This is an optimization exercise on Yosys and OpenROAD, whose aim is small area, a short achievable clock period and few clock cycles, not a production implementation. In this exercise RTL edits were held to simulation tests only and were not proved equivalent to the original.

===== design.v =====
package fftPkg;
	localparam int ADDR_W = 24;
	localparam int PAR_W = 5;
	localparam int MAX_PAR = 16;
	localparam int IDX_W = 16;
	localparam int FIFO_DEPTH = 16;
	localparam int ADDR_FIFO_LIMIT = 14;
	localparam int TW_FRAC = 14;
	typedef struct packed {
		logic signed [15:0] re;
		logic signed [15:0] im;
	} cmplxT;
	typedef enum logic [1:0] {
		TAG_TW = 2'd0,
		TAG_X = 2'd1,
		TAG_Y = 2'd2
	} memTagT;
	typedef struct packed {
		logic write;
		logic [ADDR_W-1:0] addr;
		cmplxT data;
		memTagT tag;
	} memReqT;
	typedef struct packed {
		memTagT tag;
		cmplxT data;
	} memRspT;
	typedef struct packed {
		logic [ADDR_W-1:0] evenAddr;
		logic [ADDR_W-1:0] oddAddr;
		logic [ADDR_W-1:0] twidAddr;
		logic last;
	} bflyAddrT;
	typedef struct packed {
		cmplxT even;
		cmplxT odd;
	} resultT;
	typedef enum logic [2:0] {
		IDLE,
		ISSUE_TW,
		ISSUE_Y,
		ISSUE_X,
		ADVANCE
	} seqStateT;
	typedef enum logic [1:0] {
		WR_WAIT,
		WR_EVEN,
		WR_ODD
	} wrStateT;
endpackage
`timescale 1ns/1ns
module syncFifo #(
	parameter int WIDTH = 32,
	parameter int DEPTH = 16
) (
	input logic CLK,
	input logic RESET,
	input logic push,
	input logic pop,
	input logic [WIDTH-1:0] dataIn,
	output logic [WIDTH-1:0] dataOut,
	output logic empty,
	output logic [$clog2(DEPTH):0] count
);
	logic [WIDTH-1:0] mem [DEPTH];
	logic [$clog2(DEPTH)-1:0] wrPtr;
	logic [$clog2(DEPTH)-1:0] rdPtr;
	assign dataOut = mem[rdPtr];
	assign empty = (count == '0);
	always_ff @(posedge CLK or negedge RESET) begin
		if (!RESET) begin
			wrPtr <= '0;
			rdPtr <= '0;
			count <= '0;
		end else begin
			if (push)
				wrPtr <= wrPtr + 1'b1;
			if (pop)
				rdPtr <= rdPtr + 1'b1;
			case ({push, pop})
				2'b10: count <= count + 1'b1;
				2'b01: count <= count - 1'b1;
				default: count <= count;
			endcase
		end
	end
	always_ff @(posedge CLK) begin
		if (push)
			mem[wrPtr] <= dataIn;
	end
endmodule
`timescale 1ns/1ns
import fftPkg::*;
module fftAddrGen (
	input logic CLK,
	input logic RESET,
	input logic start,
	input logic [PAR_W-1:0] par,
	input logic [ADDR_W-1:0] dataBase,
	input logic [ADDR_W-1:0] twidBase,
	input logic addrTake,
	input logic stageDrained,
	output logic addrValid,
	output fftPkg::bflyAddrT bfly
);
	logic active;
	logic waitDrain;
	logic [PAR_W-1:0] stage;
	logic [PAR_W-1:0] twShift;
	logic [IDX_W-1:0] grp;
	logic [IDX_W-1:0] k;
	logic [IDX_W-1:0] kMax;
	logic [IDX_W-1:0] grpMax;
	logic [ADDR_W-1:0] evenAddr;
	logic lastK;
	logic lastGrp;
	logic lastStage;
	logic take;
	assign twShift = par - stage - 1'b1;
	assign kMax = (IDX_W'(1) << stage) - 1'b1;
	assign grpMax = (IDX_W'(1) << twShift) - 1'b1;
	assign lastK = (k == kMax);
	assign lastGrp = (grp == grpMax);
	assign lastStage = (stage == par - 1'b1);
	assign evenAddr = dataBase + (ADDR_W'(grp) << (stage + 1'b1)) + ADDR_W'(k);
	assign bfly.evenAddr = evenAddr;
	assign bfly.oddAddr = evenAddr + (ADDR_W'(1) << stage);
	assign bfly.twidAddr = twidBase + (ADDR_W'(k) << twShift);
	assign bfly.last = lastStage & lastGrp & lastK;
	assign addrValid = active & ~waitDrain;
	assign take = addrValid & addrTake;
	always_ff @(posedge CLK or negedge RESET) begin
		if (!RESET) begin
			active <= 1'b0;
			waitDrain <= 1'b0;
			stage <= '0;
			grp <= '0;
			k <= '0;
		end else if (start) begin
			active <= (par != '0);
			waitDrain <= 1'b0;
			stage <= '0;
			grp <= '0;
			k <= '0;
		end else begin
			if (waitDrain && stageDrained)
				waitDrain <= 1'b0;
			if (take) begin
				if (!lastK) begin
					k <= k + 1'b1;
				end else begin
					k <= '0;
					if (!lastGrp) begin
						grp <= grp + 1'b1;
					end else begin
						grp <= '0;
						if (lastStage) begin
							active <= 1'b0;
						end else begin
							stage <= stage + 1'b1;
							waitDrain <= 1'b1;
						end
					end
				end
			end
		end
	end
endmodule
`timescale 1ns/1ns
import fftPkg::*;
module fftSequencer (
	input logic CLK,
	input logic RESET,
	input logic start,
	input logic addrValid,
	input fftPkg::bflyAddrT bfly,
	input logic memNext,
	input fftPkg::resultT result,
	input logic resultEmpty,
	output logic addrTake,
	output logic resultPop,
	output logic memAct,
	output fftPkg::memReqT memReq,
	output logic stageDrained,
	output logic done
);
	fftPkg::seqStateT rdState;
	fftPkg::wrStateT wrState;
	logic reqFree;
	logic wrBusy;
	logic rdIssue;
	logic wrIssue;
	logic reqLast;
	logic armed;
	logic lastAccept;
	logic addrEmpty;
	logic addrPop;
	logic [$clog2(FIFO_DEPTH):0] addrCount;
	logic [2*ADDR_W:0] wrAddr;
	syncFifo #(
		.WIDTH(2 * ADDR_W + 1),
		.DEPTH(FIFO_DEPTH)
	) addrFifo (
		.CLK(CLK),
		.RESET(RESET),
		.push(addrTake),
		.pop(addrPop),
		.dataIn({bfly.last, bfly.oddAddr, bfly.evenAddr}),
		.dataOut(wrAddr),
		.empty(addrEmpty),
		.count(addrCount)
	);
	assign reqFree = ~memAct | memNext;
	assign wrBusy = (wrState != WR_WAIT);
	assign wrIssue = wrBusy & reqFree;
	assign rdIssue = (rdState == ISSUE_TW || rdState == ISSUE_Y || rdState == ISSUE_X) & reqFree & ~wrBusy;
	assign addrTake = (rdState == ADVANCE);
	assign addrPop = (wrState == WR_ODD) & reqFree;
	assign resultPop = addrPop;
	assign lastAccept = memAct & memNext & memReq.write & reqLast;
	assign stageDrained = addrEmpty & ~(memAct & memReq.write);
	always_ff @(posedge CLK or negedge RESET) begin
		if (!RESET) begin
			rdState <= IDLE;
			wrState <= WR_WAIT;
			memAct <= 1'b0;
			reqLast <= 1'b0;
			armed <= 1'b0;
			done <= 1'b0;
		end else begin
			case (rdState)
				IDLE: begin
					if (addrValid && addrCount < ADDR_FIFO_LIMIT)
						rdState <= ISSUE_TW;
				end
				ISSUE_TW: begin
					if (rdIssue)
						rdState <= ISSUE_Y;
				end
				ISSUE_Y: begin
					if (rdIssue)
						rdState <= ISSUE_X;
				end
				ISSUE_X: begin
					if (rdIssue)
						rdState <= ADVANCE;
				end
				default: rdState <= IDLE;
			endcase
			case (wrState)
				WR_WAIT: begin
					if (!resultEmpty && !addrEmpty)
						wrState <= WR_EVEN;
				end
				WR_EVEN: begin
					if (reqFree)
						wrState <= WR_ODD;
				end
				default: begin
					if (reqFree)
						wrState <= WR_WAIT;
				end
			endcase
			memAct <= wrIssue | rdIssue | (memAct & ~memNext);
			if (wrIssue)
				reqLast <= (wrState == WR_ODD) & wrAddr[2*ADDR_W];
			else if (rdIssue)
				reqLast <= 1'b0;
			if (start)
				armed <= 1'b1;
			else if (lastAccept)
				armed <= 1'b0;
			done <= lastAccept & armed;
		end
	end
	always_ff @(posedge CLK) begin
		if (wrIssue) begin
			memReq.write <= 1'b1;
			if (wrState == WR_EVEN) begin
				memReq.addr <= wrAddr[ADDR_W-1:0];
				memReq.data <= result.even;
				memReq.tag <= TAG_X;
			end else begin
				memReq.addr <= wrAddr[2*ADDR_W-1:ADDR_W];
				memReq.data <= result.odd;
				memReq.tag <= TAG_Y;
			end
		end else if (rdIssue) begin
			memReq.write <= 1'b0;
			memReq.data <= '0;
			case (rdState)
				ISSUE_TW: begin
					memReq.addr <= bfly.twidAddr;
					memReq.tag <= TAG_TW;
				end
				ISSUE_Y: begin
					memReq.addr <= bfly.oddAddr;
					memReq.tag <= TAG_Y;
				end
				default: begin
					memReq.addr <= bfly.evenAddr;
					memReq.tag <= TAG_X;
				end
			endcase
		end
	end
endmodule
`timescale 1ns/1ns
import fftPkg::*;
module fftButterfly (
	input logic CLK,
	input logic RESET,
	input logic opValid,
	input fftPkg::cmplxT twid,
	input fftPkg::cmplxT x,
	input fftPkg::cmplxT y,
	output logic resValid,
	output fftPkg::resultT result
);
	logic v1;
	logic v2;
	logic signed [31:0] yrWr;
	logic signed [31:0] yiWi;
	logic signed [31:0] yrWi;
	logic signed [31:0] yiWr;
	logic signed [32:0] nRe;
	logic signed [32:0] nIm;
	logic signed [33:0] sumRe;
	logic signed [33:0] sumIm;
	logic signed [33:0] difRe;
	logic signed [33:0] difIm;
	fftPkg::cmplxT x1;
	fftPkg::cmplxT x2;
	assign sumRe = (x2.re + nRe) >>> 1;
	assign sumIm = (x2.im + nIm) >>> 1;
	assign difRe = (x2.re - nRe) >>> 1;
	assign difIm = (x2.im - nIm) >>> 1;
	always_ff @(posedge CLK or negedge RESET) begin
		if (!RESET) begin
			v1 <= 1'b0;
			v2 <= 1'b0;
			resValid <= 1'b0;
		end else begin
			v1 <= opValid;
			v2 <= v1;
			resValid <= v2;
		end
	end
	always_ff @(posedge CLK) begin
		yrWr <= y.re * twid.re;
		yiWi <= y.im * twid.im;
		yrWi <= y.re * twid.im;
		yiWr <= y.im * twid.re;
		x1 <= x;
		nRe <= (33'(yrWr) - 33'(yiWi)) >>> TW_FRAC;
		nIm <= (33'(yrWi) + 33'(yiWr)) >>> TW_FRAC;
		x2 <= x1;
		result.even.re <= sumRe[15:0];
		result.even.im <= sumIm[15:0];
		result.odd.re <= difRe[15:0];
		result.odd.im <= difIm[15:0];
	end
endmodule
`timescale 1ns/1ns
import fftPkg::*;
module fftTop (
	input logic CLK,
	input logic RESET,
	input logic act,
	input logic [PAR_W-1:0] par,
	input logic [ADDR_W-1:0] dataBase,
	input logic [ADDR_W-1:0] twidBase,
	input logic memNext,
	input logic memRdy,
	input logic [1:0] memRspTag,
	input logic [31:0] memRspData,
	output logic next,
	output logic done,
	output logic memAct,
	output logic memReqWrite,
	output logic [ADDR_W-1:0] memReqAddr,
	output logic [31:0] memReqData,
	output logic [1:0] memReqTag
);
	fftPkg::memRspT memRsp;
	fftPkg::memReqT memReq;
	assign memRsp = {memRspTag, memRspData};
	assign {memReqWrite, memReqAddr, memReqData, memReqTag} = memReq;
	logic busy;
	logic accept;
	logic startPulse;
	logic zeroDone;
	logic seqDone;
	logic [PAR_W-1:0] parReg;
	logic [ADDR_W-1:0] dataBaseReg;
	logic [ADDR_W-1:0] twidBaseReg;
	logic addrValid;
	logic addrTake;
	logic stageDrained;
	fftPkg::bflyAddrT bfly;
	logic twEmpty;
	logic yEmpty;
	logic xEmpty;
	logic opValid;
	fftPkg::cmplxT twOp;
	fftPkg::cmplxT yOp;
	fftPkg::cmplxT xOp;
	logic resValid;
	fftPkg::resultT bflyRes;
	fftPkg::resultT resHead;
	logic resEmpty;
	logic resPop;
	assign next = ~busy;
	assign accept = act & next;
	assign done = seqDone | zeroDone;
	always_ff @(posedge CLK or negedge RESET) begin
		if (!RESET) begin
			busy <= 1'b0;
			startPulse <= 1'b0;
			zeroDone <= 1'b0;
		end else begin
			if (accept)
				busy <= 1'b1;
			else if (done)
				busy <= 1'b0;
			startPulse <= accept;
			zeroDone <= startPulse & (parReg == '0);
		end
	end
	always_ff @(posedge CLK) begin
		if (accept) begin
			parReg <= par;
			dataBaseReg <= dataBase;
			twidBaseReg <= twidBase;
		end
	end
	fftAddrGen addrGen (
		.CLK(CLK),
		.RESET(RESET),
		.start(startPulse),
		.par(parReg),
		.dataBase(dataBaseReg),
		.twidBase(twidBaseReg),
		.addrTake(addrTake),
		.stageDrained(stageDrained),
		.addrValid(addrValid),
		.bfly(bfly)
	);
	fftSequencer seq (
		.CLK(CLK),
		.RESET(RESET),
		.start(startPulse),
		.addrValid(addrValid),
		.bfly(bfly),
		.memNext(memNext),
		.result(resHead),
		.resultEmpty(resEmpty),
		.addrTake(addrTake),
		.resultPop(resPop),
		.memAct(memAct),
		.memReq(memReq),
		.stageDrained(stageDrained),
		.done(seqDone)
	);
	assign opValid = ~twEmpty & ~yEmpty & ~xEmpty;
	syncFifo #(.WIDTH(32), .DEPTH(FIFO_DEPTH)) twFifo (
		.CLK(CLK),
		.RESET(RESET),
		.push(memRdy && memRsp.tag == TAG_TW),
		.pop(opValid),
		.dataIn(memRsp.data),
		.dataOut(twOp),
		.empty(twEmpty),
		.count()
	);
	syncFifo #(.WIDTH(32), .DEPTH(FIFO_DEPTH)) yFifo (
		.CLK(CLK),
		.RESET(RESET),
		.push(memRdy && memRsp.tag == TAG_Y),
		.pop(opValid),
		.dataIn(memRsp.data),
		.dataOut(yOp),
		.empty(yEmpty),
		.count()
	);
	syncFifo #(.WIDTH(32), .DEPTH(FIFO_DEPTH)) xFifo (
		.CLK(CLK),
		.RESET(RESET),
		.push(memRdy && memRsp.tag == TAG_X),
		.pop(opValid),
		.dataIn(memRsp.data),
		.dataOut(xOp),
		.empty(xEmpty),
		.count()
	);
	fftButterfly bflyPipe (
		.CLK(CLK),
		.RESET(RESET),
		.opValid(opValid),
		.twid(twOp),
		.x(xOp),
		.y(yOp),
		.resValid(resValid),
		.result(bflyRes)
	);
	syncFifo #(.WIDTH(64), .DEPTH(FIFO_DEPTH)) resFifo (
		.CLK(CLK),
		.RESET(RESET),
		.push(resValid),
		.pop(resPop),
		.dataIn(bflyRes),
		.dataOut(resHead),
		.empty(resEmpty),
		.count()
	);
endmodule

===== run.sh =====
#!/bin/bash
# synth_recipe.tcl (not shown) runs the flow's synth.tcl, then flattens the netlist and writes it again
# the make line also repeats each setting of config.mk as NAME=value (left out here)
make -C /OpenROAD-flow-scripts/flow DESIGN_CONFIG=/design/flow/config.mk WORK_HOME=/design/flow/orfs CLKGATE_MAP_FILE= SYNTH_SCRIPT=/design/flow/synth_recipe.tcl finish

===== config.mk =====
export PLATFORM = sky130hd
export DESIGN_NAME = fftTop
export DESIGN_NICKNAME = fftTop
export VERILOG_FILES = /design/flow/design.v
export SDC_FILE = /design/flow/constraint.sdc
export NUM_CORES = 4
export LEC_CHECK = 0
export CAP_MARGIN = 20
export CORE_MARGIN = 2
export CORE_UTILIZATION = 45
export PLACE_DENSITY = 0.6
export SLEW_MARGIN = 20

===== constraint.sdc =====
create_clock -name core_clock -period 9.0 [get_ports {CLK}]
set_input_delay 1.8000 -clock core_clock [delete_from_list [all_inputs] [get_ports {CLK}]]
set_output_delay 1.8000 -clock core_clock [all_outputs]
set_load 0.01 [all_outputs]

==> results.txt <==
## final cells by class
class	instances	area share, %
Timing Repair Buffer	606	2.46
Tap cell	5687	3.29
Inverter	1379	2.40
Multi-Input combinational cell	6768	33.8
Clock inverter	223	0.994
Antenna cell	17	0.0197
Clock buffer	514	4.90
Sequential cell	3861	52.1
## cell usage after synthesis, drive strengths merged (32+ instances only)
cell type,n
edfxtp,3455
inv,1373
fa,1053
nor2,894
mux4,812
nand2,759
ha,570
clkbuf,410
a21oi,368
mux2i,297
xnor2,291
dfxtp,287
o21ai,261
buf,150
mux2,133
dfrtp,119
xor2,116
nor3,101
and2,94
a211oi,79
o22ai,77
nand3,75
o21a,74
o221ai,68
a21o,64
nor2b,62
and3,58
nand2b,56
o21bai,48
a31oi,38
o31ai,32
## state kept, by name (all words and copies together) (netlist names), 16 cells and up
| signal | count |
|---|---|
| resFifo.mem | 1024 |
| seq.addrFifo.mem | 784 |
| twFifo.mem | 512 |
| xFifo.mem | 512 |
| yFifo.mem | 512 |
| bflyPipe.result | 64 |
| seq.memReq | 59 |
| bflyPipe.x1 | 32 |
| bflyPipe.x2 | 32 |
| bflyPipe.yiWi | 31 |
| bflyPipe.yiWr | 31 |
| bflyPipe.yrWi | 31 |
| bflyPipe.yrWr | 31 |
| dataBaseReg | 24 |
| twidBaseReg | 24 |
| bflyPipe.nIm | 17 |
| bflyPipe.nRe | 17 |
| addrGen.grp | 16 |
| addrGen.k | 16 |
## kinds of logic after synthesis
| family | Yosys count | share of synthesized area (%) |
|---|---|---|
| flip-flops | 3861 | 58.4 |
| AND/OR/NAND/NOR | 2219 | 5.01 |
| buffers and inverters | 1939 | 3.86 |
| adder cells (fa/ha/maj) | 1625 | 14.7 |
| AO/OA/AOI/OAI | 1275 | 4.33 |
| multiplexers | 1242 | 11.8 |
| XOR/XNOR | 407 | 1.87 |
## final timing paths
kind / endpoint / cells after the start / slack [ps]
max in group asynchronous: xFifo.rdPtr[0] / 2 / 6710
setup / recovery: bflyPipe.yiWi[30] / 33 / 340
hold / removal: bflyPipe.x2[3] / 0 / 300
setup reg to reg: bflyPipe.yiWi[30] / 33 / 340
min in group asynchronous: twFifo.count[0] / 1 / 950
hold reg to reg: bflyPipe.x2[3] / 0 / 300
## metal layers
metal	share of wire (%)	up-vias	GRT usage, %
li1	-	46500	-
met5	0.020	-	0
met3	6.7	834	3.80
met4	3.6	16	7.98
met1	41	56800	32.6
met2	49	3945	40.2
## worst reg2reg max path: cells and delay by family (launching register included)
family          cells  cell delay, ps
flops               1             450
compound gates     10            1860
buf+inv            10            1890
xor+xnor            1              70
simple gates        3             280
fa+ha+maj           7            3300
mux                 2             680
## metrics by stage
step | cells | area (um2)
global route | 19000 | 216000
global placement | 18300 | 203000
CTS | 19000 | 216000
finish | 19100 | 216000
floorplan | 12600 | 192000
detailed placement | 18300 | 203000
## repair_timing
action                                  CTS  global route
gates cloned                              0             1
hold buffers                              0             0
endpoints found under the setup margin    1            18
setup buffers                             0            16
pin swaps                                 0             0
resized for setup                         1            11
==> flow_summary.ini <==
[synthesis]
ys_top_cells_by_area = edfxtp_1 54%, fa_1 11%, mux4_2 9.5%, ha_1 3.7%, dfxtp_1 3.0%
yosysTopAreaCell = edfxtp_1
synth_flop_cell = edfxtp_1
ys_warn_count = 7
syn-cell-area_um2 = 192000
synth.avg_cell_area_um2 = 15.3
synth_cell_types = 112
synth-edff-count = 3455
synthCells = 12600
syn-num-nets = 14300
synth_top_area_share_pct = 53.9
synth-async-reset-ratio_pct = 3.08
yosysSeqAreaShare_pct = 58.4
ys_ff_latch = 3861

[route]
vias_per_cell = 5.68
firstDrtPassIters = 8
ant_nets = 0
vias = 108000
wire_per_inst_um = 27.5
wirelength_mm = 523
drtIter0Drc = 10700
remaining_drc_errors = 0

[worst_setup_path]
path_buf_inv = 10
critPathSlowestCell = fa_1
endpoint_kind = register
cp.required_ps = 9820
path_max_fanout = 13
crit_start = twFifo.rdPtr[0]
critPathTopFamily = adder cells
crit_type = register to register
r2r_start = twFifo.rdPtr[0]
critical_path_arrival_ps = 9470
slowest_delay_ps = 550
timing.critical_path.mode_cell = fa_1
startpoint_type = register

[timing]
worst_pin_slew_ps = 1160
final.min_clock_period_ps = 8660
fin_ws_ps = 342
final.setup_skew_ps = 87.1
slew_headroom_pct = 22.9
totalNegativeSetupSlack_ps = 0
max_freq_ghz = 0.116
final_max_slew_viol_count = 0
finalHoldViolCount = 0
finalCritPeriodShare_pct = 96.2
setup_viol = 0
whs_ps = 303

[die]
design.die.area_um2 = 433000
fp.dieH_um = 658
std_cell_rows = 240
dieWidth_um = 658
ios = 154
start_util_pct = 45.1
core_um2 = 427000

[grt]
first_global_vias = 114000
grt_start_max_net_pins = 170
grt_pass1_wl_mm = 769
antenna_found_initial = 42
grt_usage_pct = 24.2
gr-total-overflow = 0

[place]
io_buffer_count = 153
hpwl_mm = 338
place_congestion = 0.931
pre_cts_slack_ps = 80.0

[final_layout]
layout-drive-gt1-share_pct = 16.7
layout_common_cells = 3455 x edfxtp_1, 1373 x inv_1, 1053 x fa_1
area_growth_pct = 12.3
final_common_cell = edfxtp_1
final_core_util_pct = 50.6
nFillCells = 35200
seq_area_um2 = 113000
final_nets = 14700
multiInputGateArea_um2 = 73100

[hold_path]
hold_path_class = register to register
min-delay-start = bflyPipe.x1[3]

[clocking]
htreeDepth = 5
clock-root-buffer = clkbuf_16
clk_latency_ps = 990
cts_buffers = 394
clk_pin_slew_worst_paths_ps = 60
cts_tree = built
cts.sinks = 3861
clock_path_buffers = 4

[outcome]
status = finished clean

[flow_run]
cap_violations = 0
Testbench counts, summed over its fixed seeds: cycles 170,868.

[afterwards: timing with drivers on the ports]
No port has a modelled driver above. Below, the same layout with a new extraction and two added sets of constraints. Step 1 (the two cells are an assumption about what drives the block):
set clk [get_ports {CLK}]
set_driving_cell -lib_cell sky130_fd_sc_hd__clkbuf_16 $clk
set_driving_cell -lib_cell sky130_fd_sc_hd__buf_2 [delete_from_list [all_inputs] $clk]
Step 2, shift: input delay + t, output delay - t, t = (earliest + latest rising clock arrival at the registers) / 2. This alone moves slack from input paths to output paths. Slacks: ideal / step 1 / step 2; pairs: ideal / step 1.
t (ns): 1.058
setup WS [ns]: 0.342 / 0.342 / 0.342
worst setup path after step 2: register to register
worst register clock-pin slew, ns: 0.08 / 0.08
worst slew at a driven data input, ns: 0.10
After both steps setup and hold are still met in this run. For this run, drivers alone change the setup slack by 0.000 ns; drivers and shift together by 0.000 ns.
